From an optimization exercise on the open Yosys and OpenROAD flow, aimed at small area, a short achievable clock period and few clock cycles per item; shortcuts taken in it are not production practice.
The RTL was checked by simulation tests, not by an equivalence proof against the original design.
No activity file was given, so power comes from the tool's default toggle rates.

`flow/run.sh`:
```
#!/bin/bash
# Standard ORFS layout with two changes: the port buffers start as buf_1
# (the resizer still upsizes the ones on critical paths) and CTS uses its own
# clustering and inserts no dummy loads. Each tool's output goes to its own
# log in the work folder.
set -euo pipefail
bash standard.sh \
  'BUFFER_PORTS_ARGS=-buffer_cell sky130_fd_sc_hd__buf_1' \
  'CTS_ARGS=-sink_clustering_enable -repair_clock_nets -dont_use_dummy_load -buf_list sky130_fd_sc_hd__clkbuf_8 -sink_clustering_size 16 -sink_clustering_max_diameter 60' \
  MATCH_CELL_FOOTPRINT=0 \
  finish > make_finish.log 2>&1
```
`standard.sh`:
```
#!/bin/bash
# synth_recipe.tcl (not shown) runs the flow's synth.tcl, then flattens the netlist and writes it again
# the make line also repeats each setting of config.mk as NAME=value (left out here)
make -C /OpenROAD-flow-scripts/flow DESIGN_CONFIG=/design/flow/config.mk WORK_HOME=/design/flow/orfs CLKGATE_MAP_FILE= SYNTH_SCRIPT=/design/flow/synth_recipe.tcl "${@:-finish}"
```
`config.mk`:
```
export PLATFORM = sky130hd
export DESIGN_NAME = xbus_filter
export DESIGN_NICKNAME = xbus_filter
export VERILOG_FILES = /design/flow/design.v
export SDC_FILE = /design/flow/constraint.sdc
export NUM_CORES = 4
export LEC_CHECK = 0
export CAP_MARGIN = 20
export CORE_MARGIN = 2
export CORE_UTILIZATION = 40
export SETUP_SLACK_MARGIN = 2.5
export SLEW_MARGIN = 20
```
`constraint.sdc`:
```
create_clock -name core_clock -period 4.5 [get_ports {clk}]
set_input_delay 0.9000 -clock core_clock [delete_from_list [all_inputs] [get_ports {clk}]]
set_output_delay 0.9000 -clock core_clock [all_outputs]
set_load 0.01 [all_outputs]
```
`design.v`:
```
`timescale 1ns/10ps
`default_nettype none
module xbus_filter (
    input  logic        clk,
    input  logic        arst_n,
    input  logic [65:0] in_pkt,
    input  logic [7:0]  pad_value,
    output logic        vec_wr_en,
    output logic [15:0] vec_din,
    input  logic        vec_full,
    output logic        cache_full
);
    logic [1:0]  tag;
    logic        is_head;
    logic        is_body;
    logic [15:0] hx;
    logic [15:0] hy;
    assign tag = in_pkt[65:64];
    assign is_head = tag == 2'd1;
    assign is_body = tag == 2'd2;
    assign hx = in_pkt[15:0];
    assign hy = in_pkt[31:16];
    logic       x_lo;
    logic       x_hi;
    logic       y_lo;
    logic       y_hi;
    logic [7:0] ex;
    logic [7:0] ey;
    assign x_lo = hx[15:3] == '0;
    assign x_hi = hx == 16'hffff;
    assign y_lo = hy[15:3] == '0;
    assign y_hi = hy == 16'hffff;
    always_comb begin
        ex[0] = x_hi;
        ey[0] = y_hi;
        for (int i = 1; i < 8; i++) begin
            ex[i] = x_lo && hx[2:0] == 3'(i - 1);
            ey[i] = y_lo && hy[2:0] == 3'(i - 1);
        end
    end
    logic [5:0] h_colmask;
    logic [5:0] h_rowmask;
    always_comb begin
        for (int c = 0; c < 6; c++) begin
            h_colmask[c] = ex[c] | ex[c + 1] | ex[c + 2];
            h_rowmask[c] = ey[c] | ey[c + 1] | ey[c + 2];
        end
    end
    logic [2:0] h_cv;
    logic [2:0] h_rv;
    always_comb begin
        for (int k = 0; k < 3; k++) begin
            h_cv[k] = 1'b0;
            h_rv[k] = 1'b0;
            for (int i = 0; i < 8; i++) begin
                if (i - 1 + k >= 1 && i - 1 + k <= 6) begin
                    h_cv[k] = h_cv[k] | ex[i];
                    h_rv[k] = h_rv[k] | ey[i];
                end
            end
        end
    end
    logic [1:0] h_base;
    assign h_base = {hy[0], 1'b0} + hx[1:0] + 2'd1;
    function automatic logic [3:0] need_of(input int b, input logic [5:0] rm,
                                           input logic [5:0] cm);
        logic [3:0] n;
        n = '0;
        if (b < 9) begin
            for (int l = 0; l < 4; l++) begin
                n[l] = rm[(4 * b + l) / 6] & cm[(4 * b + l) % 6];
            end
        end
        need_of = n;
    endfunction
    logic [9:0]      ib;            
    logic [5:0]      colmask;
    logic [5:0]      rowmask;
    logic [2:0][3:0] nd;
    logic [3:0]      nd_next;       
    logic [1:0][3:0] nd_head;
    always_comb begin
        nd_next = {4{ib[9] | ib[8] | ib[7]}};
        for (int b = 0; b < 6; b++) begin
            nd_next = nd_next | ({4{ib[b]}} & need_of(b + 3, rowmask, colmask));
        end
        for (int j = 0; j < 2; j++) begin
            nd_head[j] = need_of(j, h_rowmask, h_colmask);
        end
    end
    always_ff @(posedge clk or negedge arst_n) begin
        if (!arst_n) begin
            ib <= 10'b10_0000_0000;
            nd <= {4'b1111, 4'b1111, 4'b0000};
        end else if (is_head) begin
            ib <= 10'b00_0000_0001;
            nd <= {need_of(2, h_rowmask, h_colmask), nd_head};
        end else if (is_body) begin
            ib <= {ib[8:0], 1'b0};
            nd <= {nd_next, nd[2:1]};
        end
    end
    always_ff @(posedge clk) begin
        if (is_head) begin
            colmask <= h_colmask;
            rowmask <= h_rowmask;
        end
    end
    logic [3:0] wr;
    assign wr = is_body ? nd[0] : 4'd0;
    logic [3:0]       wp;
    logic [3:0]       rp;
    logic [3:0]       t1;
    logic [3:0]       t2;
    logic [3:0]       pop;
    logic [3:0][15:0] ent0;
    logic [3:0][15:0] ent1;
    for (genvar l = 0; l < 4; l++) begin : g_lane
        logic [15:0] m0;
        logic [15:0] m1;
        always_ff @(posedge clk or negedge arst_n) begin
            if (!arst_n) begin
                wp[l] <= 1'b0;
                rp[l] <= 1'b0;
                t1[l] <= 1'b0;
                t2[l] <= 1'b0;
            end else begin
                if (wr[l]) wp[l] <= !wp[l];
                if (pop[l]) rp[l] <= !rp[l];
                if (wr[l] && !pop[l]) begin
                    t1[l] <= 1'b1;
                    t2[l] <= t1[l];
                end else if (!wr[l] && pop[l]) begin
                    t1[l] <= t2[l];
                    t2[l] <= 1'b0;
                end
            end
        end
        always_ff @(posedge clk) begin
            if (wr[l] && !wp[l]) m0 <= {in_pkt[8 * (4 + l) +: 8], in_pkt[8 * l +: 8]};
            if (wr[l] && wp[l]) m1 <= {in_pkt[8 * (4 + l) +: 8], in_pkt[8 * l +: 8]};
        end
        assign ent0[l] = m0;
        assign ent1[l] = m1;
    end
    logic       act;
    logic [2:0] okh;
    logic [2:0] okw;
    logic [8:0] opad;
    logic [3:0] lane0;
    logic       pend;
    logic [2:0] prv;
    logic [2:0] pcv;
    logic [1:0] pbase;
    logic [2:0] vfh;
    function automatic logic [3:0] rotl1(input logic [3:0] v);
        rotl1 = {v[2:0], v[3]};
    endfunction
    logic       row_end0;
    logic       lv1;
    logic       lpad0;
    logic       lpad1;
    logic [3:0] lane1;
    assign row_end0 = okw[2];
    assign lv1 = !(okh[2] && okw[2]);
    assign lpad0 = opad[0];
    assign lpad1 = opad[1];
    assign lane1 = row_end0 ? lane0 : rotl1(lane0);
    logic       emit;
    logic       emit_n;
    logic       take;
    logic [8:0] new_pad;
    logic [3:0] new_base;
    logic       act_n;
    logic       pad0_n;
    logic [3:0] lane0_n;
    logic [3:0] t1_n;
    logic [3:0] t2_n;
    logic [2:0] vfh_n;
    logic       pad1_n;
    logic       row_end0_n;
    logic [3:0] lane1_n;
    logic [3:0] s1_n;
    logic [3:0] s1;             
    assign take = !act || (emit && okh[2] && okw[2]);
    assign pop = (emit && !lpad0) ? lane0 : 4'd0;
    always_comb begin
        act_n = take ? pend : act;
        pad0_n = take ? new_pad[0] : (emit ? opad[1] : opad[0]);
        lane0_n = take ? new_base : (emit ? lane1 : lane0);
        for (int l = 0; l < 4; l++) begin
            t1_n[l] = (wr[l] && !pop[l]) || (t1[l] && !(pop[l] && !wr[l])) || (t2[l] && pop[l]);
            t2_n[l] = (wr[l] && !pop[l]) ? t1[l] : (t2[l] && !pop[l]);
        end
        vfh_n = {vfh[1:0], vec_full};
        emit_n = act_n && vfh_n != 3'b111 && (pad0_n || (lane0_n & t1_n) != 4'd0);
        pad1_n = take ? new_pad[1] : (emit ? opad[2] : opad[1]);
        row_end0_n = take ? 1'b0 : (emit ? okw[1] : okw[2]);
        lane1_n = row_end0_n ? lane0_n : rotl1(lane0_n);
        s1_n = lane1_n & (row_end0_n && !pad0_n ? t2_n : t1_n);
    end
    always_comb begin
        for (int kh = 0; kh < 3; kh++) begin
            for (int kw = 0; kw < 3; kw++) begin
                new_pad[kh * 3 + kw] = !(prv[kh] && pcv[kw]);
            end
        end
        new_base = 4'b0001 << pbase;
    end
    always_ff @(posedge clk or negedge arst_n) begin
        if (!arst_n) begin
            act <= 1'b0;
            emit <= 1'b0;
            s1 <= 4'd0;
            pend <= 1'b0;
            vfh <= '0;
            vec_wr_en <= 1'b0;
        end else begin
            vfh <= vfh_n;
            emit <= emit_n;
            s1 <= s1_n;
            vec_wr_en <= emit;
            if (take) begin
                act <= pend;
            end
            if (is_head) begin
                pend <= 1'b1;
            end else if (take) begin
                pend <= 1'b0;
            end
        end
    end
    logic [3:0]  sel0;
    logic [3:0]  sel1;
    logic [15:0] vec_next;
    assign sel0 = lpad0 ? 4'd0 : (lane0 & ~rp);
    assign sel1 = lpad0 ? 4'd0 : (lane0 & rp);
    always_comb begin
        vec_next = {16{lpad0}} & {pad_value, pad_value};
        for (int l = 0; l < 4; l++) begin
            vec_next = vec_next | ({16{sel0[l]}} & ent0[l]) | ({16{sel1[l]}} & ent1[l]);
        end
    end
    always_ff @(posedge clk) begin
        if (take) begin
            okh <= 3'b001;
            okw <= 3'b001;
            opad <= new_pad;
            lane0 <= new_base;
        end else if (emit) begin
            okw <= {okw[1:0], okw[2]};
            if (okw[2]) okh <= {okh[1:0], okh[2]};
            opad <= {1'b1, opad[8:1]};
            lane0 <= lane1;
        end
        if (is_head) begin
            prv <= h_rv;
            pcv <= h_cv;
            pbase <= h_base;
        end
        vec_din <= vec_next;
    end
    logic       cf_prev;        
    logic       ce1;
    logic       go1;            
    logic [3:0] q0;             
    logic [3:0] q1;             
    logic [3:0] nu1;            
    logic [3:0] nu2;            
    logic [3:0] nf1;            
    logic [3:0] nf2;            
    logic [3:0] na;
    logic [3:0] nb;
    logic [3:0] nc;
    logic [3:0] w1;             
    logic [3:0] w2;
    logic [3:0] w3;
    logic       h01;
    logic       h0and1;
    logic [3:0] hw1;
    logic [3:0] hw2;
    logic [3:0] ov;
    logic [3:0] hov;
    logic       cf_n;
    logic       pend_hit;
    always_comb begin
        ce1 = vfh[1:0] != 2'b11;
        go1 = emit && lv1 && ce1 && !lpad1;
        for (int l = 0; l < 4; l++) begin
            q0[l] = pop[l];
            q1[l] = go1 && s1[l];
        end
        nu1 = ~(q0 | q1);
        nu2 = ~(q0 & q1);
        nf1 = t2 & nu1;
        nf2 = t1 & (t2 | nu1) & nu2;
        na = nd[0];
        nb = (cf_prev && cache_full) ? 4'd0 : nd[1];
        nc = (cf_prev || cache_full) ? 4'd0 : nd[2];
        w1 = na | nb | nc;
        w2 = (na & nb) | (na & nc) | (nb & nc);
        w3 = na & nb & nc;
        ov = (w1 & nf1) | (w2 & nf2) | w3;
        h01 = hy[15] || hy[2:0] <= 3'd2;
        h0and1 = hy[2:1] == 2'd0 && !cache_full;
        hw1 = {4{h01}};
        hw2 = {h0and1, h0and1, 2'b00};
        hov = (hw1 & nf1) | (hw2 & nf2);
        pend_hit = pend && (ib[9] || (ib[8] && !(cf_prev && cache_full))
                            || (ib[7] && !cf_prev && !cache_full));
        cf_n = (is_head ? hov != 4'd0 : ov != 4'd0) || pend_hit;
    end
    always_ff @(posedge clk or negedge arst_n) begin
        if (!arst_n) begin
            cache_full <= 1'b0;
            cf_prev <= 1'b0;
        end else begin
            cache_full <= cf_n;
            cf_prev <= cache_full;
        end
    end
endmodule
`default_nettype wire
```
==> impl_metrics.tcl, run 1 <==
set metrics [dict create \
    first_pass_iters 5 \
    cts_root_buffer "clkbuf_8" \
    holdCritPathClass "flip-flop to flip-flop" \
    finalMaxSlewViolations 0 \
    rsz0062_at_grt "yes" \
    avgViaCountPerCell 5.58 \
    fillers 2101 \
    grt_pass1_vias 6282 \
    clock_sinks 231 \
    critPathCaptureType "flip-flop" \
    wl_per_cell_um 21.3 \
    syn_nets 803 \
    tightest_slew_ns 0.703 \
    syn_inst 716 \
    worstSkewPairLatency_ns 0.53 \
    layout_min_cycle_time_ns 2.07 \
    ys_types 69 \
    leakage_nw 3.78 \
    ys.flop_type "edfxtp_1" \
    start_kind "flip-flop" \
    status "complete, no violations" \
    async_flop_share_pct 21.6 \
    cp_slowest_stage_delay_ns 0.46 \
    route.antenna.remaining_nets 0 \
    cts_buffer_depth 3 \
    fin_setup_tns_ns 0 \
    final_cell_area_um2 11000 \
    num_io_pins 95 \
    fin_skew_ns 0.0561 \
    slew_headroom_pct 53.1 \
    die_h_um 159 \
    syn-cell-area_um2 9570 \
    max_freq_mhz 483 \
    seqCellArea_um2 6440 \
    peakVddDrop_v 0.000252 \
    hpwlAfterDp_mm 16.3 \
    core_area_um2 23500 \
    grt_pass1_wl_mm 37.1 \
    grt_util_all_layers_pct 19.7 \
    crit_fanout 10 \
    portBuffers 94 \
    fin_nets 920 \
    ys_ff_latch 231 \
    critPathKind "flip-flop to flip-flop" \
    synth_edf_count 155 \
    rows 56 \
    syn_area_per_cell_um2 13.4 \
    ys_warn_count 1 \
    crit_chain "buf_12, nand3b_4, inv_4, ha_4, inv_1, a221o_1, a222oi_1, a31oi_1" \
    die_w_um 159 \
    start_util_pct 40.8 \
    cts_buffers 21 \
    dieArea_um2 25200 \
    area_growth_pct 14.4 \
    route.vias.total 6419 \
    cts_tree "done" \
    gp_congestion 0.847 \
    final-setup-viol-count 0 \
    synth-seq-area-share_pct 67.3 \
    drt_iter0_markers 546 \
    multiInputGateArea_um2 3100 \
    critical-path-top-delay-family "compound AO/OA/AOI/OAI gates" \
    drive_above_1_share_pct 15.9 \
    h-tree-depth 1 \
    antenna_found_initial 0 \
    path_buf_inv 3 \
    finalPower_mw 5.34 \
    finalHoldViolations 0 \
    holdWs_ns 0.355 \
    totalWireLength_mm 24.5 \
    cp.required_ns 4.86 \
    grt_max_degree 51 \
    drv_cap 0 \
    grt-ovfl-total 0 \
    cp.arrival_ns 2.43 \
    slowest_stage "edfxtp_1" \
    clk_pin_slew_ns 0.07 \
    p_per_area_nw_per_um2 487 \
    num_antenna_cells 0 \
    drc 0 \
    final.period_utilization_pct 46.0 \
    place_area_um2 10400 \
]
cell usage after synthesis (7+ instances only):
master	number	area, um^2
a21oi_1	23	115
a221oi_1	16	140
a222oi_1	17	170
a22o_1	15	131
a22oi_1	32	240
a31oi_1	13	81.3
and3_1	7	43.8
clkbuf_1	21	78.8
dfrtp_1	41	1030
dfstp_2	9	236
dfxtp_1	26	521
edfxtp_1	155	4650
ha_1	10	125
inv_1	21	78.8
mux2i_1	11	110
nand2_1	86	323
nand3_1	23	115
nand4_1	8	50.1
nor2_1	28	105
o21ai_0	37	185
xnor2_1	10	87.6
sequential cells by signal, indices dropped and copies added (netlist names), 3 cells and up:
name	count
t2	4
pcv	3
wp	4
prv	3
g_lane.m0	64
rp	4
ib	10
vec_din	16
nd	12
opad	9
t1	4
colmask	6
okw	3
okh	3
s1	4
rowmask	4
g_lane.m1	64
lane0	4
power by group:
part	total, mW	internal [mW]	switching, mW
Clock	1.06	0.418	0.642
Combinational	1.40	0.602	0.794
Sequential	2.88	2.61	0.268
area by class of cell:
class | instances | share of cell area (%)
Clock buffer | 21 | 2.64
Inverter | 23 | 0.880
Multi-Input combinational cell | 432 | 28.3
Sequential cell | 231 | 58.8
Tap cell | 319 | 3.64
Timing Repair Buffer | 124 | 5.73
final timing paths:
check / depth (start not counted) / startpoint / end / slack, ns
min in group asynchronous: 2 / arst_n / rp[0] / 0.48
max in group asynchronous: 2 / arst_n / emit / 3.44
setup reg to reg: 8 / opad[0] / emit / 2.43
setup / recovery: 8 / opad[0] / emit / 2.43
hold / removal: 0 / vfh[0] / vfh[1] / 0.36
hold reg to reg: 0 / vfh[0] / vfh[1] / 0.36
stage by stage:
| step | cells | worst slack, ns | util [%] |
|---|---|---|---|
| 2_1_floorplan | 716 | 2.29 | - |
| 3_3_place_gp | 1106 | 1.82 | 44.2 |
| 3_5_place_dp | 1106 | 1.80 | 44.2 |
| 4_1_cts | 1134 | 2.40 | 45.8 |
| 5_1_grt | 1150 | 2.31 | 46.7 |
| 6_report | 1150 | 2.43 | 46.7 |
placed cells by master (no fill, tap or decap), types with 5 or more instances in the layout:
cell      instances
nand3_1          23
buf_1            87
dfrtp_1          39
o21ai_0          31
nor2b_1           6
edfxtp_1        155
a221oi_1         16
dfxtp_1          26
nor3_1            5
a31oi_1          13
nor2_1           23
xnor2_1          10
a222oi_1         17
a22o_1           15
inv_1            16
a22oi_1          32
o31ai_1           6
nand4_1           8
buf_4            26
a21oi_1          23
o21ai_1          11
nand2_1          82
clkbuf_2          7
nor2_4            5
ha_1              5
mux2i_1          11
dfstp_2           9
clkbuf_8         21
cell families after synthesis:
family                     after synthesis  share of synthesized area (%)
buffers and inverters                   53                           2.48
AOI/OAI and AO/OA                      195                           15.2
muxes                                   14                           1.50
DFF                                    231                           67.3
xor gates and xnor gates                10                          0.915
and+or+nand+nor                        201                           11.2
adders and majority gates               12                           1.53
per-layer routing:
metal | track usage (%) | up-vias | wire length (um) | part of all wire (%)
met2 | 32.3 | 253 | 11600 | 47
li1 | - | 2993 | - | -
met5 | 0 | - | 0 | 0
met3 | 4.03 | 32 | 1870 | 7.6
met1 | 26.7 | 3141 | 10600 | 43
met4 | 5.92 | 0 | 456 | 1.9
timing repair:
| item | CTS | global route |
|---|---|---|
| buffers inserted | 7 | 16 |
| endpoints found under the setup margin | 108 | 17 |
| hold buffers | 0 | 0 |
| pin swaps | 1 | 9 |
| gates resized for setup | 15 | 19 |
| gates cloned | 0 | 0 |
Testbench counts, summed over its fixed seeds: cycles 4,179, windows 384.
==> inputs of run 2 (changes only) <==
--- a/design.v
+++ b/design.v
@@ -193,7 +193,14 @@
             t2_n[l] = (wr[l] && !pop[l]) ? t1[l] : (t2[l] && !pop[l]);
         end
         vfh_n = {vfh[1:0], vec_full};
-        emit_n = act_n && vfh_n != 3'b111 && (pad0_n || (lane0_n & t1_n) != 4'd0);
+        if (take) begin
+            emit_n = pend && (new_pad[0] || (new_base & t1_n) != 4'd0);
+        end else if (emit) begin
+            emit_n = act && (opad[1] || (lane1 & t1_n) != 4'd0);
+        end else begin
+            emit_n = act && (opad[0] || (lane0 & t1_n) != 4'd0);
+        end
+        emit_n = emit_n && vfh_n != 3'b111;
         pad1_n = take ? new_pad[1] : (emit ? opad[2] : opad[1]);
         row_end0_n = take ? 1'b0 : (emit ? okw[1] : okw[2]);
         lane1_n = row_end0_n ? lane0_n : rotl1(lane0_n);
==> run 2 against run 1 <==
Compared with the run above:
- global-route usage down 0.078 points
- non-clock buffer count up 4
- final cell count up 3.3%
- still clean on timing, DRC and antenna
- power up 0.12%
==> impl_metrics.tcl, run 2 <==
set metrics [dict create \
    status "complete, no violations" \
    cts_buffer_depth 3 \
    hpwlAfterDp_mm 16.7 \
    finalHoldViolations 0 \
    peakVddDrop_v 0.000287 \
    syn_nets 842 \
    cp.arrival_ns 2.35 \
    antenna_found_initial 0 \
    holdPathEnd "vfh[1]" \
    num_io_pins 95 \
    core_area_um2 23600 \
    utilization_pct 47.4 \
    drv_cap 0 \
    min_from "vfh[0]" \
    fin_skew_ns 0.0682 \
    avgViaCountPerCell 5.69 \
    ys_warn_count 1 \
    final-setup-viol-count 0 \
    tightest_slew_ns 0.872 \
    cts_tree "done" \
    die_w_um 159 \
    route.vias.total 6759 \
    final.period_utilization_pct 44.3 \
    leakage_nw 3.88 \
    netSwitchingFraction_pct 32.4 \
    totalWireLength_mm 25.6 \
    clk_pin_slew_ns 0.09 \
    grt_util_all_layers_pct 19.7 \
    slew_headroom_pct 41.9 \
    holdCritPathClass "flip-flop to flip-flop" \
    critPathKind "flip-flop to flip-flop" \
    grt_pass1_vias 6423 \
    start_util_pct 40.9 \
    grt_max_degree 51 \
    regToRegEndpoint "cache_full" \
    max_freq_mhz 501 \
    crit_fanout 5 \
    ys_ff_latch 231 \
    first_pass_iters 5 \
    r2r-start "opad[1]" \
    reg.largest.list "g_lane.m0 (64), g_lane.m1 (64), vec_din (16)" \
    gp_congestion 0.807 \
    ys.flop_type "edfxtp_1" \
    clkPwrFrac_pct 20.2 \
    layout_min_cycle_time_ns 2.00 \
    fin_nets 958 \
    yosysTopAreaCell "edfxtp_1" \
    syn-cell-area_um2 9660 \
    worstSkewPairLatency_ns 0.55 \
    synth_edf_count 155 \
    route.antenna.remaining_nets 0 \
    power_frac_comb_pct 26.0 \
    area_growth_pct 15.9 \
    final_cell_area_um2 11200 \
    cts_root_buffer "clkbuf_8" \
    grt_pass1_wl_mm 38.7 \
    rows 56 \
    setup_ws_ns 2.50 \
    syn_area_per_cell_um2 12.8 \
    synth.most_common_cell "edfxtp_1" \
    drive_above_1_share_pct 18.1 \
    drt_iter0_markers 581 \
    dp_slack_ns 1.78 \
    finalPower_mw 5.34 \
    portBuffers 94 \
    start_kind "flip-flop" \
    ys_types 64 \
    dieArea_um2 25400 \
    r2r_setup_slack_ns 2.50 \
    synthTopCellsByCount "edfxtp_1 (155), nand2_1 (93), o21ai_0 (57), dfrtp_1 (41), nor2_1 (37)" \
    layout_commonest_cell "edfxtp_1" \
    place_area_um2 10500 \
    intPower_mw 3.61 \
    p_seq_share_pct 53.7 \
    die_h_um 159 \
    clock_sinks 231 \
    synth-seq-area-share_pct 66.6 \
    async_flop_share_pct 21.6 \
    p_sw_mw 1.73 \
    syn_inst 755 \
    cp.required_ns 4.85 \
    wl_per_cell_um 21.5 \
    final_cell_mix "edfxtp_1 (155), nand2_1 (88), buf_1 (80)" \
    synthTopCellsByArea "edfxtp_1 (48%), dfrtp_1 (11%), dfxtp_1 (5.4%)" \
    synth_top_area_share_pct 48.2 \
    grt-ovfl-total 0 \
    finalMaxSlewViolations 0 \
    reg2regPathDepth 6 \
    hold_buffers 0 \
    critPathCaptureType "flip-flop" \
    cts_buffers 21 \
    fin_setup_tns_ns 0 \
    p_per_area_nw_per_um2 477 \
    num_antenna_cells 0 \
    rsz0062_at_grt "yes" \
    drc 0 \
    hold_depth 0 \
    h-tree-depth 1 \
]
==> run 2: cell count changes after synthesis, sizes merged, moves of 3 or more <==
cell	delta
a221o	-4
nor2	+9
inv	-5
buf	+6
a211oi	+3
nor2b	+7
a31oi	+3
nand2	+6
o21ai	+13
a21oi	-3
and3	+4
o31ai	-4
nand4	+3
==> run 2: kinds of logic (layout without fill, tap and decap cells) <==
kind of cell             Yosys count  in the layout  share of synthesized area (%)
AO/OA/AOI/OAI                    200            200                           14.6
XOR/XNOR                          10             10                          0.906
AND/OR/NAND/NOR                  231            231                           12.1
multiplexers                      17             17                           1.83
buffers and inverters             52            166                           2.25
flip-flops                       231            231                           66.6
adder cells (fa/ha/maj)           14             14                           1.72
==> run 2: area by class of cell <==
cell class	count	area (um^2)
multi-input combinational	472	3330
timing repair buffer	128	651
clock buffer	21	289
inverter	16	78.8
tap	319	399
timing repair inverter	1	7.51
sequential	231	6440
fill	2134	12400
==> run 2: critical path, stage by stage, from the launching register on <==
cell and delay (ns):
edfxtp_1 0.42, and2b_2 0.29, nand4_1 0.16, maj3_2 0.33, a32o_2 0.26, a311oi_2 0.25, a41oi_1 0.14
==> run 2: layer usage <==
| metal | part of all wire, % | routed length [um] | track usage (%) |
|---|---|---|---|
| met5 | 0 | 0 | 0 |
| met4 | 2.0 | 511 | 5.08 |
| met3 | 7.1 | 1830 | 3.13 |
| met2 | 47 | 12000 | 31.9 |
| met1 | 44 | 11200 | 27.7 |
==> run 2: stage by stage <==
step                      cells  hold slack [ns]
after floorplan             755            0.374
after global placement     1137            0.399
after detailed placement   1137            0.398
after CTS                  1171            0.421
after global routing       1188            0.438
final                      1188            0.418
==> run 2: worst max-delay path by stage <==
| stage | cells after the start | end | start |
|---|---|---|---|
| finish | 6 | cache_full | opad[1] |
| global route | 8 | s1[0] | emit |
| CTS | 6 | nd[0] | in_pkt[0] |
| detailed placement | 5 | g_lane[1].m0[13] | in_pkt[64] |
| global placement | 5 | g_lane[1].m0[13] | in_pkt[64] |
| floorplan | 10 | emit | in_pkt[64] |
==> run 2: power groups by stage <==
stage | Sequential [mW] | Clock [mW] | Combinational, mW
2_1_floorplan | 2.86 | 0 | 0.864
3_3_place_gp | 2.94 | 0 | 1.20
3_5_place_dp | 2.95 | 0 | 1.21
4_1_cts | 2.86 | 1.11 | 1.32
5_1_grt | 2.91 | 1.18 | 1.54
6_report | 2.87 | 1.08 | 1.39
==> run 2: timing repair <==
item	CTS	global route
pin swaps	4	18
gates resized for setup	16	56
endpoints found under the hold margin	0	0
setup buffers	12	16
setup endpoints to repair	138	32
cloned	1	1
Testbench counts of run 2, summed over its fixed seeds: cycles 4,179, windows 384.
==> inputs of run 3 (changes only) <==
--- a/config.mk
+++ b/config.mk
@@ -8,5 +8,6 @@
 export CAP_MARGIN = 20
 export CORE_MARGIN = 2
 export CORE_UTILIZATION = 40
+export PLACE_DENSITY = 0.8
 export SETUP_SLACK_MARGIN = 2.5
 export SLEW_MARGIN = 20
==> run 3 against run 2 <==
Compared with the run above:
- clock-buffer cell count decreased by 2
- critical path depth increased by 3
- final cell count decreased by 0.34%
- power decreased by 0.60%
- via count increased by 3.6%
- hold slack got worse by 0.13 ns
- register-to-register slack got worse by 0.04 ns
- critical endpoint is now emit
==> impl_metrics.tcl, run 3 <==
set metrics [dict create \
    leakage_nw 3.82 \
    cts_root_buffer "clkbuf_8" \
    holdCritPathClass "primary input to asynchronous set/reset pin" \
    fin_skew_ns 0.0569 \
    synth_edf_count 155 \
    grt_pass1_wl_mm 38.1 \
    worstSkewPairLatency_ns 0.54 \
    cp.arrival_ns 2.44 \
    holdWs_ns 0.287 \
    totalWireLength_mm 24.8 \
    synth-seq-area-share_pct 66.6 \
    async_flop_share_pct 21.6 \
    drive_above_1_share_pct 16.5 \
    crit_top_cell "o21ai_1" \
    synth_top_family_by_area "compound AO/OA/AOI/OAI gates" \
    rsz0062_at_grt "yes" \
    clock_sinks 231 \
    synth.most_common_cell "edfxtp_1" \
    num_antenna_cells 0 \
    p_per_area_nw_per_um2 478 \
    rows 56 \
    ys.flop_type "edfxtp_1" \
    grt_util_all_layers_pct 18.9 \
    num_io_pins 95 \
    area_growth_pct 14.9 \
    slowest_stage "edfxtp_1" \
    syn_inst 755 \
    core_area_um2 23600 \
    fin_setup_tns_ns 0 \
    h-tree-depth 1 \
    synthTopCellsByArea "edfxtp_1 (48%), dfrtp_1 (11%), dfxtp_1 (5.4%)" \
    drt_iter0_markers 914 \
    cts_buffer_depth 3 \
    critPathKind "flip-flop to flip-flop" \
    cp.required_ns 4.90 \
    ys_ff_latch 231 \
    max_freq_mhz 492 \
    hold_buffers 0 \
    ys_types 64 \
    dieArea_um2 25400 \
    cts_buffers 19 \
    start_util_pct 40.9 \
    crit_chain "nand3b_4, inv_1, ha_1, nor2b_2, o21ai_0, nand4_1, o21ai_1, o21ai_1, o2bb2ai_1" \
    reg.largest.list "g_lane.m0 (64), g_lane.m1 (64), vec_din (16)" \
    tightest_slew_ns 0.695 \
    avgViaCountPerCell 5.91 \
    drv_cap 0 \
    final_cell_mix "edfxtp_1 (155), nand2_1 (88), buf_1 (87)" \
    route.vias.total 7000 \
    synth_top_area_share_pct 48.2 \
    route.antenna.remaining_nets 0 \
    yosysTopAreaCell "edfxtp_1" \
    ys_warn_count 1 \
    synth_compound_area_share_pct 14.6 \
    finalMaxSlewViolations 0 \
    drc 0 \
    grt_pass1_vias 6814 \
    slew_headroom_pct 53.6 \
    synthAdderAreaFrac_pct 1.72 \
    syn_nets 842 \
    synth-simple-area-share_pct 12.1 \
    syn-cell-area_um2 9660 \
    layout_min_cycle_time_ns 2.03 \
    clk_pin_slew_ns 0.10 \
    wl_per_cell_um 20.9 \
    fin_nets 954 \
    crit_fanout 6 \
    first_pass_iters 8 \
    synth-xor-area-share_pct 0.906 \
    layout_commonest_cell "edfxtp_1" \
    finalHoldViolations 0 \
    start_kind "flip-flop" \
    grt_max_degree 45 \
    portBuffers 94 \
    antenna_found_initial 0 \
    die_w_um 159 \
    hpwlAfterDp_mm 16.2 \
    final.period_utilization_pct 45.1 \
    cts_tree "done" \
    die_h_um 159 \
    gp_congestion 0.888 \
    synthTopCellsByCount "edfxtp_1 (155), nand2_1 (93), o21ai_0 (57), dfrtp_1 (41), nor2_1 (37)" \
    grt-ovfl-total 0 \
    status "complete, no violations" \
    fillers 2046 \
    synthMuxAreaShare_pct 1.83 \
    peakVddDrop_v 0.000181 \
    final-setup-viol-count 0 \
    reg2regPathDepth 9 \
    critPathCaptureType "flip-flop" \
    cp_slowest_stage_delay_ns 0.52 \
    syn_area_per_cell_um2 12.8 \
]
-- run 3: cell types whose count changed in the layout (fill, tap and decap cells not counted), sizes merged --
| cell | before | now |
|---|---|---|
| clkbuf | 31 | 24 |
| buf | 118 | 121 |
-- run 3: kinds of logic (layout without fill, tap and decap cells) --
logic type,count (synthesis),after routing
mux,17,17
flops,231,231
compound gates,200,200
buf+inv,52,162
xor+xnor,10,10
fa+ha+maj,14,14
simple gates,231,231
-- run 3: layout make-up --
| cell class | count | area [um^2] | area share [%] |
|---|---|---|---|
| clock buffer | 19 | 262 | 2.35 |
| inverter | 16 | 76.3 | 0.687 |
| multi-input combinational | 472 | 3290 | 29.7 |
| sequential | 231 | 6440 | 58.0 |
| tap | 319 | 399 | 3.59 |
| timing repair buffer | 126 | 624 | 5.62 |
| timing repair inverter | 1 | 7.51 | 0.0676 |
-- run 3: metal layers --
metal  wire [um]  vias up  GRT usage [%]  part of all wire [%]
met5           0        -              0                     0
met4         800        0           6.61                   3.2
met3        2240       53           3.33                   9.0
met2       12100      419           32.1                    49
met1        9620     3419           24.5                    39
li1            -     3109              -                     -
-- run 3: worst paths after layout --
kind	to	slack [ns]	start
worst max-delay path	emit	2.47	opad[0]
worst min-delay path	t2[3]	0.29	arst_n
worst max register to register	emit	2.47	opad[0]
worst min register to register	vfh[1]	0.42	vfh[0]
max in group asynchronous	nd[10]	3.35	arst_n
min in group core_clock	vfh[1]	0.42	vfh[0]
-- run 3: timing repair --
item | 4_1_cts | 5_1_grt
cloned | 0 | 1
endpoints found under the hold margin | 0 | 0
buffers inserted | 17 | 10
endpoints found under the setup margin | 140 | 23
pin swaps | 5 | 10
gates resized for setup | 21 | 28
-- run 3: where the power goes --
group / switching [mW] / internal, mW / total [mW]
sequential: 0.277 / 2.61 / 2.88
combinational: 0.803 / 0.604 / 1.41
clock: 0.640 / 0.380 / 1.02
total: 1.72 / 3.59 / 5.31
-- run 3: per-stage QoR --
| step | utilization [%] | setup WS [ns] | instances | cell area (um^2) | total power, mW |
|---|---|---|---|---|---|
| floorplan | - | 2.41 | 755 | 9850 | 3.72 |
| global placement | 44.4 | 1.81 | 1137 | 10500 | 4.09 |
| detailed placement | 44.4 | 1.76 | 1137 | 10500 | 4.14 |
| CTS | 46.3 | 2.50 | 1173 | 10900 | 5.22 |
| global route | 47.0 | 2.37 | 1184 | 11100 | 5.56 |
| finish | 47.0 | 2.47 | 1184 | 11100 | 5.31 |
-- run 3: critical path: cells and delay by family (launching register included) --
kind | cells | cell delay (ns)
adder cells (fa/ha/maj) | 1 | 0.20
buffers and inverters | 1 | 0.18
AO/OA/AOI/OAI | 4 | 0.55
flip-flops | 1 | 0.52
AND/OR/NAND/NOR | 3 | 0.44
==> inputs of run 4 (changes only) <==
--- a/config.mk
+++ b/config.mk
@@ -8,6 +8,6 @@
 export CAP_MARGIN = 20
 export CORE_MARGIN = 2
 export CORE_UTILIZATION = 40
-export PLACE_DENSITY = 0.8
+export PLACE_DENSITY = 0.7
 export SETUP_SLACK_MARGIN = 2.5
 export SLEW_MARGIN = 20
==> run 4 against run 3 <==
Compared with the run above:
- first-iteration DRC count shrank 35%
- final cell count shrank 0.51%
- largest power group unchanged
- fmax grew 3.2%
- sequential share of layout area grew 0.40 points
- synthesized area is the same
- worst setup slack gained 0.063 ns
- wire length shrank 2.0%
- clock power is essentially flat
- core utilization shrank 0.33 points
- critical path depth shrank 8
- power shrank 0.51%
==> impl_metrics.tcl, run 4 <==
set metrics [dict create \
    cts_root_buffer "clkbuf_8" \
    syn_area_per_cell_um2 12.8 \
    rows 56 \
    grt-ovfl-total 0 \
    critical-path-top-delay-family "flip-flops" \
    holdCritPathClass "flip-flop to flip-flop" \
    synthTopCellsByCount "edfxtp_1 (155), nand2_1 (93), o21ai_0 (57), dfrtp_1 (41), nor2_1 (37)" \
    synth_edf_count 155 \
    ys.flop_type "edfxtp_1" \
    portBuffers 94 \
    num_io_pins 95 \
    async_flop_share_pct 21.6 \
    reg.largest.list "g_lane.m0 (64), g_lane.m1 (64), vec_din (16)" \
    final_cell_area_um2 11000 \
    multiInputGateArea_um2 3260 \
    route.layer.met1.wl_mm 10.3 \
    cp_slowest_stage_delay_ns 0.44 \
    start_util_pct 40.9 \
    holdWs_ns 0.424 \
    fillers 2094 \
    rsz0062_at_grt "yes" \
    setup_ws_ns 2.53 \
    crit_fanout 2 \
    fin_skew_ns 0.0434 \
    fin_nets 948 \
    final_cell_mix "edfxtp_1 (155), nand2_1 (88), buf_1 (87)" \
    cts_tree "done" \
    slowest_stage "dfrtp_2" \
    num_antenna_cells 0 \
    syn_nets 842 \
    start_kind "flip-flop" \
    dp_slack_ns 1.81 \
    ys_ff_latch 231 \
    fin_setup_tns_ns 0 \
    p_per_area_nw_per_um2 479 \
    finalHoldViolations 0 \
    drive_above_1_share_pct 15.6 \
    cts_buffer_depth 3 \
    crit_chain "buf_6" \
    yosysTopAreaCell "edfxtp_1" \
    core_area_um2 23600 \
    critPathKind "flip-flop to output port" \
    layout_commonest_cell "edfxtp_1" \
    area_growth_pct 14.1 \
    clk_pin_slew_ns 0.08 \
    seqCellArea_um2 6440 \
    slew_headroom_pct 54.1 \
    route.vias.total 6714 \
    h-tree-depth 1 \
    drv_cap 0 \
    max_freq_mhz 508 \
    cp.required_ns 3.60 \
    grt_pass1_wl_mm 37.0 \
    layout_min_cycle_time_ns 1.97 \
    synth.most_common_cell "edfxtp_1" \
    synth_top_area_share_pct 48.2 \
    path_buf_inv 1 \
    die_w_um 159 \
    grt_util_all_layers_pct 18.7 \
    top_layer "met5" \
    totalWireLength_mm 24.3 \
    worstSkewPairLatency_ns 0.55 \
    grt_max_degree 51 \
    antenna_found_initial 1 \
    wl_per_cell_um 20.6 \
    ys_types 64 \
    cp.arrival_ns 1.07 \
    final-setup-viol-count 0 \
    place_area_um2 10500 \
    gp_congestion 0.846 \
    final.period_utilization_pct 43.8 \
    critPathCaptureType "output port" \
    clock_sinks 231 \
    cts_buffers 20 \
    status "complete, no violations" \
    ys_warn_count 1 \
    syn_inst 755 \
    avgViaCountPerCell 5.70 \
    hpwlAfterDp_mm 15.9 \
    wl_met3_mm 1.98 \
    peakVddDrop_v 0.000241 \
    syn-cell-area_um2 9660 \
    wl_met2_mm 11.2 \
    hold_buffers 0 \
    leakage_nw 3.80 \
    drt_iter0_markers 593 \
    first_pass_iters 6 \
    tightest_slew_ns 0.689 \
    drc 0 \
    dieArea_um2 25400 \
    route.antenna.remaining_nets 0 \
    finalMaxSlewViolations 0 \
    synth-seq-area-share_pct 66.6 \
    die_h_um 159 \
    grt_pass1_vias 6499 \
    synthTopCellsByArea "edfxtp_1 (48%), dfrtp_1 (11%), dfxtp_1 (5.4%)" \
]
run 4: area by class of cell:
class	count	share of cell area [%]
clock buffers	20	2.50
flip-flops and latches	231	58.4
multi-input cells	472	29.5
well taps	319	3.62
repair inverters	1	0.0454
inverters	16	0.692
repair buffers	119	5.18
run 4: report_power, final:
group	switching (mW)	leakage, nW	internal (mW)
clock	0.651	0.144	0.399
sequential	0.269	2.21	2.61
combinational	0.775	1.45	0.584
total	1.70	3.80	3.59
run 4: timing repair:
item | CTS | global route
resized for setup | 19 | 22
setup endpoints to repair | 135 | 28
buffers inserted | 12 | 8
gates cloned | 0 | 1
pin swaps | 2 | 5
run 4: path summary, 6_finish.rpt:
kind	end	start	cells past startpoint	slack, ns
max	cache_full	cache_full	1	2.53
min	vfh[1]	vfh[0]	0	0.42
max reg2reg	cache_full	opad[0]	6	2.53
min reg2reg	vfh[1]	vfh[0]	0	0.42
max in group asynchronous	cache_full	arst_n	2	3.49
min in group asynchronous	t2[1]	arst_n	2	0.48
run 4: cells by family after synthesis:
| group | share of synthesized area, % |
|---|---|
| xor gates and xnor gates | 0.906 |
| adders and majority gates | 1.72 |
| buffers and inverters | 2.25 |
| muxes | 1.83 |
| and+or+nand+nor | 12.1 |
| DFF | 66.6 |
| AOI/OAI and AO/OA | 14.6 |
run 4: routing by layer:
layer | vias to the layer above | global-route usage, %
met5 | - | 0
met4 | 2 | 6.90
met3 | 53 | 3.57
met2 | 294 | 29.9
met1 | 3265 | 25.5
li1 | 3100 | -
run 4: stage by stage:
step	std cells	total power, mW	utilization, %
2_1_floorplan	755	3.72	-
3_3_place_gp	1137	4.11	44.4
3_5_place_dp	1137	4.13	44.4
4_1_cts	1169	5.24	46.2
5_1_grt	1178	5.54	46.7
6_report	1178	5.29	46.7
==> inputs of run 5 (changes only) <==
--- a/config.mk
+++ b/config.mk
@@ -8,6 +8,7 @@
 export CAP_MARGIN = 20
 export CORE_MARGIN = 2
 export CORE_UTILIZATION = 40
+export GPL_ROUTABILITY_DRIVEN = 0
 export PLACE_DENSITY = 0.7
 export SETUP_SLACK_MARGIN = 2.5
 export SLEW_MARGIN = 20
==> run 5 against run 4 <==
Compared with the run above:
- hold slack unchanged
- clock-buffer cell count unchanged
- combinational power about the same
- non-clock buffer count unchanged
- largest power group unchanged
==> impl_metrics.tcl, run 5 <==
set metrics [dict create \
    num_antenna_cells 0 \
    synth.most_common_cell "edfxtp_1" \
    grt-ovfl-total 0 \
    r2r-start "opad[0]" \
    ys_types 64 \
    crit_start "cache_full" \
    crit_chain "buf_6" \
    hold_depth 0 \
    drive_above_1_share_pct 15.6 \
    min_from "vfh[0]" \
    start_util_pct 40.9 \
    portBuffers 94 \
    syn-cell-area_um2 9660 \
    p_per_area_nw_per_um2 479 \
    fin_nets 948 \
    synthTopCellsByCount "edfxtp_1 (155), nand2_1 (93), o21ai_0 (57), dfrtp_1 (41), nor2_1 (37)" \
    ys.flop_type "edfxtp_1" \
    worstSkewPairLatency_ns 0.55 \
    cp_slowest_stage_delay_ns 0.44 \
    synth_top_area_share_pct 48.2 \
    drv_cap 0 \
    layout_commonest_cell "edfxtp_1" \
    synthTopCellsByArea "edfxtp_1 (48%), dfrtp_1 (11%), dfxtp_1 (5.4%)" \
    slew_headroom_pct 54.1 \
    wl_per_cell_um 20.6 \
    grt_pass1_wl_mm 37.0 \
    syn_nets 842 \
    layout_min_cycle_time_ns 1.97 \
    hold_buffers 0 \
    antenna_found_initial 1 \
    synth_edf_count 155 \
    critical-path-top-delay-family "flip-flops" \
    holdCritPathClass "flip-flop to flip-flop" \
    leakage_nw 3.80 \
    cts_root_buffer "clkbuf_8" \
    final-setup-viol-count 0 \
    peakVddDrop_v 0.000241 \
    async_flop_share_pct 21.6 \
    crit_fanout 2 \
    clk_pin_slew_ns 0.08 \
    cp.arrival_ns 1.07 \
    core_area_um2 23600 \
    yosysTopAreaCell "edfxtp_1" \
    die_h_um 159 \
    final.period_utilization_pct 43.8 \
    cp.required_ns 3.60 \
    rsz0062_at_grt "yes" \
    cts_tree "done" \
    rows 56 \
    path_buf_inv 1 \
    grt_max_degree 51 \
    start_kind "flip-flop" \
    syn_inst 755 \
    ys_ff_latch 231 \
    drt_iter0_markers 593 \
    cts_buffer_depth 3 \
    final_cell_mix "edfxtp_1 (155), nand2_1 (88), buf_1 (87)" \
    grt_util_all_layers_pct 18.7 \
    max_freq_mhz 508 \
    syn_area_per_cell_um2 12.8 \
    route.antenna.remaining_nets 0 \
    fin_skew_ns 0.0434 \
    hpwlAfterDp_mm 15.9 \
    dieArea_um2 25400 \
    slowest_stage "dfrtp_2" \
    critPathCaptureType "output port" \
    finalHoldViolations 0 \
    grt_pass1_vias 6499 \
    critPathKind "flip-flop to output port" \
    reg2regPathDepth 6 \
    die_w_um 159 \
    avgViaCountPerCell 5.70 \
    cp.depth 1 \
    route.vias.total 6714 \
    status "complete, no violations" \
    fin_setup_tns_ns 0 \
    synth-seq-area-share_pct 66.6 \
    ys_warn_count 1 \
    totalWireLength_mm 24.3 \
    reg.largest.list "g_lane.m0 (64), g_lane.m1 (64), vec_din (16)" \
    num_io_pins 95 \
    cts_buffers 20 \
    dp.cells 1137 \
    finalMaxSlewViolations 0 \
    first_pass_iters 6 \
    drc 0 \
    area_growth_pct 14.1 \
    final_cells 1178 \
    clock_sinks 231 \
    h-tree-depth 1 \
    tightest_slew_ns 0.689 \
]
[run 5: cell counts after synthesis]
No cell type changed its count.
[run 5: timing repair]
action,in CTS,in global routing
endpoints found under the setup margin,135,28
resized for setup,19,22
cloned,0,1
pin swaps,2,5
buffers inserted,12,8
[run 5: layout make-up]
type	instances	area [um^2]
Fill cell	2094	12600
Tap cell	319	399
Multi-Input combinational cell	472	3260
Sequential cell	231	6440
Clock buffer	20	275
Inverter	16	76.3
Timing Repair inverter	1	5.00
Timing Repair Buffer	119	572
[run 5: through the flow]
stage          hold WS (ns)  power (mW)  instance area (um^2)  utilization (%)  worst slack, ns
4_1_cts               0.418        5.24                 10900             46.2             2.50
2_1_floorplan         0.374        3.72                  9850                -             2.41
3_5_place_dp          0.405        4.13                 10500             44.4             1.81
3_3_place_gp          0.392        4.11                 10500             44.4             1.84
6_report              0.424        5.29                 11000             46.7             2.53
5_1_grt               0.434        5.54                 11000             46.7             2.46
[run 5: worst paths after layout]
path                              end  slack, ns
setup / recovery           cache_full       2.53
hold / removal                 vfh[1]       0.42
setup reg to reg           cache_full       2.53
hold reg to reg                vfh[1]       0.42
max in group asynchronous  cache_full       3.49
min in group asynchronous       t2[1]       0.48
[run 5: power breakdown]
group | total (mW) | switching, mW | internal (mW)
registers | 2.88 | 0.269 | 2.61
logic | 1.36 | 0.775 | 0.584
clock network | 1.05 | 0.651 | 0.399
[run 5: routing by layer]
metal	share of wire, %	routed length [um]	global-route usage, %
met5	0.054	13	0
met4	3.2	783	6.90
met3	8.2	1980	3.57
met2	46	11200	29.9
met1	42	10300	25.5
[run 5: kinds of logic (layout without fill, tap and decap cells)]
family / count (synthesis) / count (layout) / share of synthesized area, %
multiplexers: 17 / 17 / 1.83
AND/OR/NAND/NOR: 231 / 231 / 12.1
XOR/XNOR: 10 / 10 / 0.906
AO/OA/AOI/OAI: 200 / 200 / 14.6
buffers and inverters: 52 / 156 / 2.25
adder cells (fa/ha/maj): 14 / 14 / 1.72
flip-flops: 231 / 231 / 66.6
==> inputs of run 6 (changes only) <==
--- a/flow/run.sh
+++ b/flow/run.sh
@@ -6,6 +6,6 @@
 set -euo pipefail
 bash standard.sh \
   'BUFFER_PORTS_ARGS=-buffer_cell sky130_fd_sc_hd__buf_1' \
-  'CTS_ARGS=-sink_clustering_enable -repair_clock_nets -dont_use_dummy_load -buf_list sky130_fd_sc_hd__clkbuf_8 -sink_clustering_size 16 -sink_clustering_max_diameter 60' \
+  'CTS_ARGS=-sink_clustering_enable -repair_clock_nets -dont_use_dummy_load -buf_list {sky130_fd_sc_hd__clkbuf_4 sky130_fd_sc_hd__clkbuf_8} -sink_clustering_size 12 -sink_clustering_max_diameter 50' \
   MATCH_CELL_FOOTPRINT=0 \
   finish > make_finish.log 2>&1
--- a/config.mk
+++ b/config.mk
@@ -8,7 +8,6 @@
 export CAP_MARGIN = 20
 export CORE_MARGIN = 2
 export CORE_UTILIZATION = 40
-export GPL_ROUTABILITY_DRIVEN = 0
 export PLACE_DENSITY = 0.7
 export SETUP_SLACK_MARGIN = 2.5
 export SLEW_MARGIN = 20
==> run 6 against run 5 <==
Compared with the run above:
- critical path type is now flip-flop to flip-flop
- combinational power about the same
- final area is 1.1% higher
- clock skew rose by 0.0053 ns
- first-iteration DRC count grew 16%
- non-clock buffer count rose by 2
- sequential power barely moved
- die area did not move
- clock-buffer cell count is 7 higher
- global-route usage is 0.12 points higher
- sequential cell count unchanged
==> impl_metrics.tcl, run 6 <==
set metrics [dict create \
    status "complete, no violations" \
    final_cells 1187 \
    layout_min_cycle_time_ns 1.98 \
    portBuffers 94 \
    fin_skew_ns 0.0487 \
    fin_nets 957 \
    grt_pass1_wl_mm 37.3 \
    drv_cap 0 \
    syn-cell-area_um2 9660 \
    dieArea_um2 25400 \
    path_buf_inv 1 \
    num_io_pins 95 \
    critical-path-top-delay-family "flip-flops" \
    final_cell_mix "edfxtp_1 (155), nand2_1 (88), buf_1 (87)" \
    multiInputGateArea_um2 3270 \
    final_cell_area_um2 11100 \
    synthTopCellsByCount "edfxtp_1 (155), nand2_1 (93), o21ai_0 (57), dfrtp_1 (41), nor2_1 (37)" \
    die_h_um 159 \
    wl_per_cell_um 20.6 \
    p_seq_share_pct 52.7 \
    h-tree-depth 1 \
    netSwitchingFraction_pct 31.7 \
    seqCellArea_um2 6440 \
    route.vias.total 6780 \
    p_per_area_nw_per_um2 490 \
    crit_chain "buf_4, nand3b_4, maj3_1, and3_1, a311oi_2, a41oi_1" \
    die_w_um 159 \
    final-setup-viol-count 0 \
    hold_buffers 0 \
    hpwlAfterDp_mm 15.9 \
    clk_pin_slew_ns 0.06 \
    cts_buffers 27 \
    synth_top_area_share_pct 48.2 \
    crit_fanout 5 \
    cp_slowest_stage_delay_ns 0.49 \
    grt_max_degree 51 \
    final.period_utilization_pct 44.0 \
    drc 0 \
    ys_ff_latch 231 \
    ys_types 64 \
    drt_iter0_markers 687 \
    holdCritPathClass "flip-flop to flip-flop" \
    fin_setup_tns_ns 0 \
    critPathCaptureType "flip-flop" \
    cts_tree "done" \
    finalHoldViolations 0 \
    slowest_stage "edfxtp_1" \
    syn_area_per_cell_um2 12.8 \
    gp_congestion 0.846 \
    grt-ovfl-total 0 \
    min_from "vfh[0]" \
    area_growth_pct 15.4 \
    rows 56 \
    synth.most_common_cell "edfxtp_1" \
    route.antenna.remaining_nets 0 \
    cp.required_ns 4.86 \
    totalWireLength_mm 24.5 \
    synth_edf_count 155 \
    leakage_nw 3.86 \
    dp.cells 1137 \
    drive_above_1_share_pct 16.5 \
    antenna_found_initial 1 \
    synthTopCellsByArea "edfxtp_1 (48%), dfrtp_1 (11%), dfxtp_1 (5.4%)" \
    peakVddDrop_v 0.000253 \
    p_sw_mw 1.73 \
    layout_commonest_cell "edfxtp_1" \
    slew_headroom_pct 53.5 \
    finalMaxSlewViolations 0 \
    ys.flop_type "edfxtp_1" \
    place_area_um2 10500 \
    async_flop_share_pct 21.6 \
    clock_sinks 231 \
    intPower_mw 3.73 \
    crit_start "opad[0]" \
    yosysTopAreaCell "edfxtp_1" \
    utilization_pct 47.2 \
    core_area_um2 23600 \
    critPathKind "flip-flop to flip-flop" \
    cts_buffer_depth 3 \
    syn_inst 755 \
    avgViaCountPerCell 5.71 \
    rsz0062_at_grt "yes" \
    first_pass_iters 6 \
    start_kind "flip-flop" \
    fillers 2090 \
    tightest_slew_ns 0.696 \
    num_antenna_cells 0 \
    worstSkewPairLatency_ns 0.56 \
    power_frac_comb_pct 25.2 \
    synth-seq-area-share_pct 66.6 \
    syn_nets 842 \
    grt_util_all_layers_pct 18.8 \
    reg.largest.list "g_lane.m0 (64), g_lane.m1 (64), vec_din (16)" \
    max_freq_mhz 505 \
    cts_root_buffer "clkbuf_8" \
    start_util_pct 40.9 \
    clkPwrFrac_pct 22.2 \
    grt_pass1_vias 6621 \
    ys_warn_count 1 \
    cp.arrival_ns 2.34 \
    r2r-start "opad[0]" \
]
## run 6: final timing paths
kind	slack, ns	cells after the start	endpoint
worst max-delay path	2.52	6	cache_full
worst min-delay path	0.41	0	vfh[1]
worst max register to register	2.52	6	cache_full
worst min register to register	0.41	0	vfh[1]
max in group asynchronous	3.49	2	cache_full
min in group asynchronous	0.48	2	rp[1]
## run 6: repair_timing
action / CTS / global route
resized for setup: 18 / 24
setup endpoints to repair: 132 / 58
setup buffers: 12 / 10
cloned: 0 / 1
pin swaps: 2 / 6
## run 6: layout make-up
| class | count | share of cell area (%) |
|---|---|---|
| Tap cell | 319 | 3.58 |
| Inverter | 16 | 0.685 |
| Multi-Input combinational cell | 472 | 29.3 |
| Clock buffer | 27 | 3.33 |
| Sequential cell | 231 | 57.8 |
| Timing Repair inverter | 1 | 0.0449 |
| Timing Repair Buffer | 121 | 5.25 |
## run 6: cell families (layout without fill, tap and decap cells)
family / Yosys count / in the layout / synth area share, %
flip-flops: 231 / 231 / 66.6
AND/OR/NAND/NOR: 231 / 231 / 12.1
AO/OA/AOI/OAI: 200 / 200 / 14.6
buffers and inverters: 52 / 165 / 2.25
multiplexers: 17 / 17 / 1.83
adder cells (fa/ha/maj): 14 / 14 / 1.72
XOR/XNOR: 10 / 10 / 0.906
## run 6: power groups by stage
stage / registers [mW] / clock network, mW / logic (mW)
6_report: 2.87 / 1.21 / 1.37
5_1_grt: 2.91 / 1.30 / 1.50
4_1_cts: 2.87 / 1.24 / 1.32
3_5_place_dp: 2.94 / 0 / 1.19
3_3_place_gp: 2.93 / 0 / 1.17
2_1_floorplan: 2.86 / 0 / 0.864
## run 6: routing by layer
metal | up-vias | global-route usage (%) | part of all wire (%)
met3 | 56 | 3.80 | 9.0
li1 | 3117 | - | -
met5 | - | 0 | 0.053
met2 | 320 | 30.1 | 46
met1 | 3285 | 25.1 | 42
met4 | 2 | 7.77 | 3.3
## run 6: metrics by stage
step	setup slack (ns)	power [mW]	hold WS, ns
2_1_floorplan	2.41	3.72	0.374
3_3_place_gp	1.84	4.11	0.392
3_5_place_dp	1.81	4.13	0.405
4_1_cts	2.50	5.42	0.407
5_1_grt	2.46	5.71	0.417
6_report	2.52	5.46	0.413
==> inputs of run 7 (changes only) <==
--- a/config.mk
+++ b/config.mk
@@ -8,6 +8,5 @@
 export CAP_MARGIN = 20
 export CORE_MARGIN = 2
 export CORE_UTILIZATION = 40
-export PLACE_DENSITY = 0.7
 export SETUP_SLACK_MARGIN = 2.5
 export SLEW_MARGIN = 20
==> run 7 against run 6 <==
Compared with the run above:
- clock-buffer cell count grew 1
- worst setup slack better by 0.0091 ns
- still clean
- global-route usage up 0.88 points
- hold slack improved by 0.0025 ns
- fmax is 0.46% higher
- final area increased by 0.65%
- clock skew fell by 0.0031 ns
- via count about the same
- highest routed layer unchanged
==> impl_metrics.tcl, run 7 <==
set metrics [dict create \
    netSwitchingFraction_pct 31.8 \
    drv_cap 0 \
    synthTopCellsByCount "edfxtp_1 (155), nand2_1 (93), o21ai_0 (57), dfrtp_1 (41), nor2_1 (37)" \
    hpwlAfterDp_mm 16.7 \
    ys_warn_count 1 \
    dieArea_um2 25400 \
    final-setup-viol-count 0 \
    rsz0062_at_grt "yes" \
    die_w_um 159 \
    h-tree-depth 1 \
    yosysTopAreaCell "edfxtp_1" \
    p_seq_share_pct 52.5 \
    cp_slowest_stage_delay_ns 0.40 \
    crit_chain "and2b_2, nand4_1, maj3_2, a32o_2, a311oi_2, a41oi_1" \
    p_per_area_nw_per_um2 488 \
    area_growth_pct 16.1 \
    critical-path-top-delay-family "compound AO/OA/AOI/OAI gates" \
    num_io_pins 95 \
    grt-ovfl-total 0 \
    syn_area_per_cell_um2 12.8 \
    drc 0 \
    fin_skew_ns 0.0456 \
    p_sw_mw 1.74 \
    portBuffers 94 \
    grt_pass1_vias 6462 \
    max_freq_mhz 507 \
    rows 56 \
    avgViaCountPerCell 5.70 \
    status "complete, no violations" \
    die_h_um 159 \
    cp.arrival_ns 2.35 \
    drt_iter0_markers 614 \
    worstSkewPairLatency_ns 0.55 \
    hold_buffers 0 \
    peakVddDrop_v 0.000286 \
    cts_buffer_depth 3 \
    antenna_found_initial 1 \
    min_from "vfh[0]" \
    fin_nets 959 \
    crit_start "opad[1]" \
    fin_setup_tns_ns 0 \
    synth.most_common_cell "edfxtp_1" \
    drive_above_1_share_pct 17.5 \
    clock_sinks 231 \
    holdCritPathClass "flip-flop to flip-flop" \
    route.antenna.remaining_nets 0 \
    async_flop_share_pct 21.6 \
    start_util_pct 40.9 \
    grt_pass1_wl_mm 38.7 \
    cp.required_ns 4.88 \
    r2r-start "opad[1]" \
    route.vias.total 6776 \
    finalMaxSlewViolations 0 \
    gp_congestion 0.807 \
    synth_edf_count 155 \
    wl_per_cell_um 21.4 \
    synthTopCellsByArea "edfxtp_1 (48%), dfrtp_1 (11%), dfxtp_1 (5.4%)" \
    first_pass_iters 5 \
    reg.largest.list "g_lane.m0 (64), g_lane.m1 (64), vec_din (16)" \
    totalWireLength_mm 25.5 \
    final_cell_area_um2 11200 \
    core_area_um2 23600 \
    layout_min_cycle_time_ns 1.97 \
    synth-seq-area-share_pct 66.6 \
    layout_commonest_cell "edfxtp_1" \
    dp.cells 1137 \
    start_kind "flip-flop" \
    cts_buffers 28 \
    tightest_slew_ns 0.897 \
    clk_pin_slew_ns 0.06 \
    synth_top_area_share_pct 48.2 \
    ys_types 64 \
    power_frac_comb_pct 25.1 \
    ys.flop_type "edfxtp_1" \
    final.period_utilization_pct 43.8 \
    intPower_mw 3.74 \
    finalHoldViolations 0 \
    slew_headroom_pct 40.2 \
    num_antenna_cells 0 \
    slowest_stage "edfxtp_1" \
    crit_fanout 5 \
    syn_inst 755 \
    utilization_pct 47.5 \
    grt_max_degree 51 \
    syn-cell-area_um2 9660 \
    grt_util_all_layers_pct 19.7 \
    final_cell_mix "edfxtp_1 (155), nand2_1 (87), buf_1 (82)" \
    final_cells 1189 \
    ys_ff_latch 231 \
    critPathKind "flip-flop to flip-flop" \
    leakage_nw 3.90 \
    clkPwrFrac_pct 22.4 \
    place_area_um2 10500 \
    path_buf_inv 0 \
    cts_tree "done" \
    critPathCaptureType "flip-flop" \
    syn_nets 842 \
    cts_root_buffer "clkbuf_8" \
]
## run 7: cell counts after synthesis
No cell type changed its count.
## run 7: cell families (layout without fill, tap and decap cells)
kind of cell	after synthesis	after routing	share of synthesized area (%)
buf+inv	52	167	2.25
simple gates	231	231	12.1
mux	17	17	1.83
fa+ha+maj	14	14	1.72
compound gates	200	200	14.6
xor+xnor	10	10	0.906
flops	231	231	66.6
## run 7: path summary, 6_finish.rpt
| check | to | slack [ns] | cells past startpoint |
|---|---|---|---|
| worst max-delay path | cache_full | 2.53 | 6 |
| worst min-delay path | vfh[1] | 0.42 | 0 |
| worst max register to register | cache_full | 2.53 | 6 |
| worst min register to register | vfh[1] | 0.42 | 0 |
| max in group asynchronous | cache_full | 3.49 | 2 |
| min in group asynchronous | vfh[1] | 0.49 | 2 |
## run 7: final cells by class
cell class / count / area, um^2
Timing Repair inverter: 1 / 5.00
Inverter: 16 / 78.8
Sequential cell: 231 / 6440
Tap cell: 319 / 399
Timing Repair Buffer: 122 / 607
Multi-Input combinational cell: 472 / 3300
Clock buffer: 28 / 385
Fill cell: 2124 / 12400
## run 7: per-stage QoR
step	total power [mW]	hold slack, ns	setup slack [ns]
2_1_floorplan	3.72	0.374	2.41
3_3_place_gp	4.14	0.399	1.78
3_5_place_dp	4.16	0.398	1.78
4_1_cts	5.44	0.414	2.51
5_1_grt	5.76	0.431	2.43
6_report	5.47	0.416	2.53
## run 7: power by group through the flow
| stage | sequential, mW | clock (mW) | combinational, mW |
|---|---|---|---|
| finish | 2.87 | 1.23 | 1.38 |
| global route | 2.91 | 1.33 | 1.52 |
| CTS | 2.87 | 1.25 | 1.33 |
| detailed placement | 2.95 | 0 | 1.21 |
| global placement | 2.94 | 0 | 1.20 |
| floorplan | 2.86 | 0 | 0.864 |
## run 7: metal layers
layer	GRT usage [%]	up-vias	part of all wire (%)
met5	0	-	0.039
met1	27.6	3357	44
met4	5.25	2	2.3
met2	32.1	256	47
met3	2.97	42	6.7
li1	-	3119	-
## run 7: timing repair
action / 4_1_cts / 5_1_grt
resized for setup: 16 / 41
pin swaps: 4 / 16
setup buffers: 15 / 7
setup endpoints to repair: 136 / 25
cloned: 0 / 2
==> inputs of run 8 (changes only) <==
--- a/config.mk
+++ b/config.mk
@@ -7,6 +7,6 @@
 export LEC_CHECK = 0
 export CAP_MARGIN = 20
 export CORE_MARGIN = 2
-export CORE_UTILIZATION = 40
+export CORE_UTILIZATION = 50
 export SETUP_SLACK_MARGIN = 2.5
 export SLEW_MARGIN = 20
==> run 8 against run 7 <==
Compared with the run above:
- still clean
- hold slack lost 0.18 ns
- synthesized cell count unchanged
- synthesized area stayed put
- combinational power about the same
- clock power barely moved
- register-to-register slack barely moved
- critical path type is now primary input to flip-flop
- critical endpoint is now prv[0]
==> impl_metrics.tcl, run 8 <==
set metrics [dict create \
    clkPwrFrac_pct 21.8 \
    avgViaCountPerCell 6.03 \
    yosysTopAreaCell "edfxtp_1" \
    critPathCaptureType "flip-flop" \
    drc 0 \
    dieArea_um2 20500 \
    wl_per_cell_um 23.0 \
    holdCritPathClass "primary input to asynchronous set/reset pin" \
    clock_sinks 231 \
    async_flop_share_pct 21.6 \
    synth-seq-area-share_pct 66.6 \
    wl_met3_mm 1.66 \
    worstSkewPairLatency_ns 0.56 \
    final_cell_mix "edfxtp_1 (155), nand2_1 (88), buf_1 (84)" \
    finalMaxSlewViolations 0 \
    num_io_pins 95 \
    synth_edf_count 155 \
    cts_buffer_depth 3 \
    critPathKind "primary input to flip-flop" \
    synthMuxAreaShare_pct 1.83 \
    p_sw_mw 1.75 \
    drv_cap 0 \
    fin_nets 959 \
    fin_skew_ns 0.0498 \
    route.vias.total 6819 \
    syn_nets 842 \
    portBuffers 94 \
    route.layer.met1.wl_mm 11.0 \
    cts_tree "done" \
    tightest_slew_ns 0.862 \
    synth-simple-area-share_pct 12.1 \
    synth_top_area_share_pct 48.2 \
    antenna_found_initial 0 \
    synthAdderAreaFrac_pct 1.72 \
    grt_util_all_layers_pct 25.4 \
    cts_root_buffer "clkbuf_8" \
    finalPower_mw 5.50 \
    leakage_nw 3.89 \
    core_area_um2 18800 \
    max_freq_mhz 496 \
    intPower_mw 3.75 \
    final-setup-viol-count 0 \
    num_antenna_cells 0 \
    fin_setup_tns_ns 0 \
    ys_types 64 \
    ys_warn_count 1 \
    utilization_pct 59.1 \
    power_frac_comb_pct 25.6 \
    synth-xor-area-share_pct 0.906 \
    status "complete, no violations" \
    synth_compound_area_share_pct 14.6 \
    synth_top_family_by_area "compound AO/OA/AOI/OAI gates" \
    start_util_pct 51.3 \
    cts_buffers 27 \
    synth.most_common_cell "edfxtp_1" \
    dp_slack_ns 1.75 \
    hold_buffers 0 \
    start_kind "primary input" \
    place_area_um2 10400 \
    route.antenna.remaining_nets 0 \
    ys.flop_type "edfxtp_1" \
    grt-ovfl-total 0 \
    cp.arrival_ns 2.39 \
    peakVddDrop_v 0.000263 \
    slew_headroom_pct 42.5 \
    final_cell_area_um2 11100 \
    layout_commonest_cell "edfxtp_1" \
    grt_max_degree 45 \
    grt_pass1_vias 6874 \
    ys_ff_latch 231 \
    p_seq_share_pct 52.6 \
    grt_pass1_wl_mm 39.0 \
    layout_min_cycle_time_ns 2.02 \
    die_h_um 143 \
    drive_above_1_share_pct 17.1 \
    first_pass_iters 8 \
    crit_fanout 4 \
    synthTopCellsByArea "edfxtp_1 (48%), dfrtp_1 (11%), dfxtp_1 (5.4%)" \
    clk_pin_slew_ns 0.06 \
    setup_ws_ns 2.48 \
    holdWs_ns 0.235 \
    gp_congestion 0.904 \
    hpwlAfterDp_mm 17.3 \
    totalWireLength_mm 26.0 \
    rows 50 \
    cp.required_ns 4.87 \
    die_w_um 143 \
    netSwitchingFraction_pct 31.8 \
    syn-cell-area_um2 9660 \
    rsz0062_at_grt "yes" \
    h-tree-depth 1 \
    dp.cells 1080 \
    area_growth_pct 15.2 \
    finalHoldViolations 0 \
    reg.largest.list "g_lane.m0 (64), g_lane.m1 (64), vec_din (16)" \
    drt_iter0_markers 703 \
    final.period_utilization_pct 44.8 \
    syn_inst 755 \
    synthTopCellsByCount "edfxtp_1 (155), nand2_1 (93), o21ai_0 (57), dfrtp_1 (41), nor2_1 (37)" \
    syn_area_per_cell_um2 12.8 \
    final_cells 1130 \
    p_per_area_nw_per_um2 494 \
    top_layer "met4" \
    wl_met2_mm 12.4 \
]
[run 8: worst max-delay path, stage by stage]
cell,delay [ns]
buf_1,0.21
nor4_2,0.33
nand4_1,0.28
buf_4,0.25
nor3_1,0.22
or2_2,0.18
[run 8: power by group through the flow]
stage	combinational [mW]	sequential, mW	clock, mW
after CTS	1.31	2.88	1.23
after detailed placement	1.23	2.94	0
after floorplan	0.864	2.86	0
after global placement	1.21	2.93	0
final	1.41	2.89	1.20
after global routing	1.54	2.93	1.30
[run 8: path summary, 6_finish.rpt]
path	start	end	slack, ns	cells after the start
max reg2reg	opad[1]	cache_full	2.53	6
max	in_pkt[25]	prv[0]	2.48	6
max in group asynchronous	arst_n	cache_full	3.40	2
min	arst_n	ib[6]	0.24	1
min reg2reg	vfh[0]	vfh[1]	0.41	0
min in group core_clock	vfh[0]	vfh[1]	0.41	0
[run 8: kinds of logic after synthesis]
logic type      count (synthesis)
buf+inv                        52
mux                            17
flops                         231
xor+xnor                       10
compound gates                200
fa+ha+maj                      14
simple gates                  231
[run 8: layout make-up]
type                    instances  area, um^2
well taps                     260         325
inverters                      16        78.8
flip-flops and latches        231        6440
clock buffers                  27         372
repair inverters                1        5.00
fillers                      1533        7690
repair buffers                123         629
multi-input cells             472        3280
[run 8: repair_timing]
action,CTS,global route
pin swaps,5,9
setup endpoints to repair,121,33
buffers inserted,8,13
cloned,0,2
resized for setup,23,27
[run 8: per-layer routing]
| layer | GRT usage (%) | vias up |
|---|---|---|
| met5 | 0 | - |
| met4 | 8.18 | 0 |
| met3 | 3.76 | 55 |
| met2 | 42.4 | 296 |
| met1 | 34.4 | 3349 |
| li1 | - | 3119 |

what the ideal ports hide:
The results above use ideal ports. As a check the final layouts listed here were re-extracted and re-timed, cells and wires unchanged. Step 1, drivers: a clkbuf_16 drives clk and a buf_2 each remaining input, both assumed. Step 2 also shifts input and output timing later by t, the mid clock arrival at the registers, as if the neighbouring blocks saw the same clock. a / b / c = no drivers / after step 1 / after step 2; a / b = the first two.
| run | t, ns | setup WS [ns] | worst hold slack (ns) |
|---|---|---|---|
| run 1 | 0.547 | 2.429 / 2.429 / 1.928 | 0.355 / 0.355 / 0.355 |
| run 2 | 0.564 | 2.505 / 2.505 / 1.997 | 0.418 / 0.418 / 0.418 |
| run 3 | 0.551 | 2.469 / 2.469 / 1.952 | 0.287 / 0.273 / 0.423 |
| run 4 | 0.557 | 2.531 / 2.490 / 1.998 | 0.424 / 0.424 / 0.424 |
| run 5 | 0.557 | 2.531 / 2.490 / 1.998 | 0.424 / 0.424 / 0.424 |
| run 6 | 0.574 | 2.519 / 2.486 / 2.012 | 0.413 / 0.413 / 0.413 |
| run 7 | 0.575 | 2.528 / 2.494 / 2.023 | 0.416 / 0.416 / 0.416 |
| run 8 | 0.571 | 2.485 / 2.503 / 1.932 | 0.235 / 0.223 / 0.413 |
After both steps setup and hold are still met in every run listed. For run 8, which loses most, drivers alone change the setup slack by +0.018 ns; drivers and shift together by -0.553 ns.
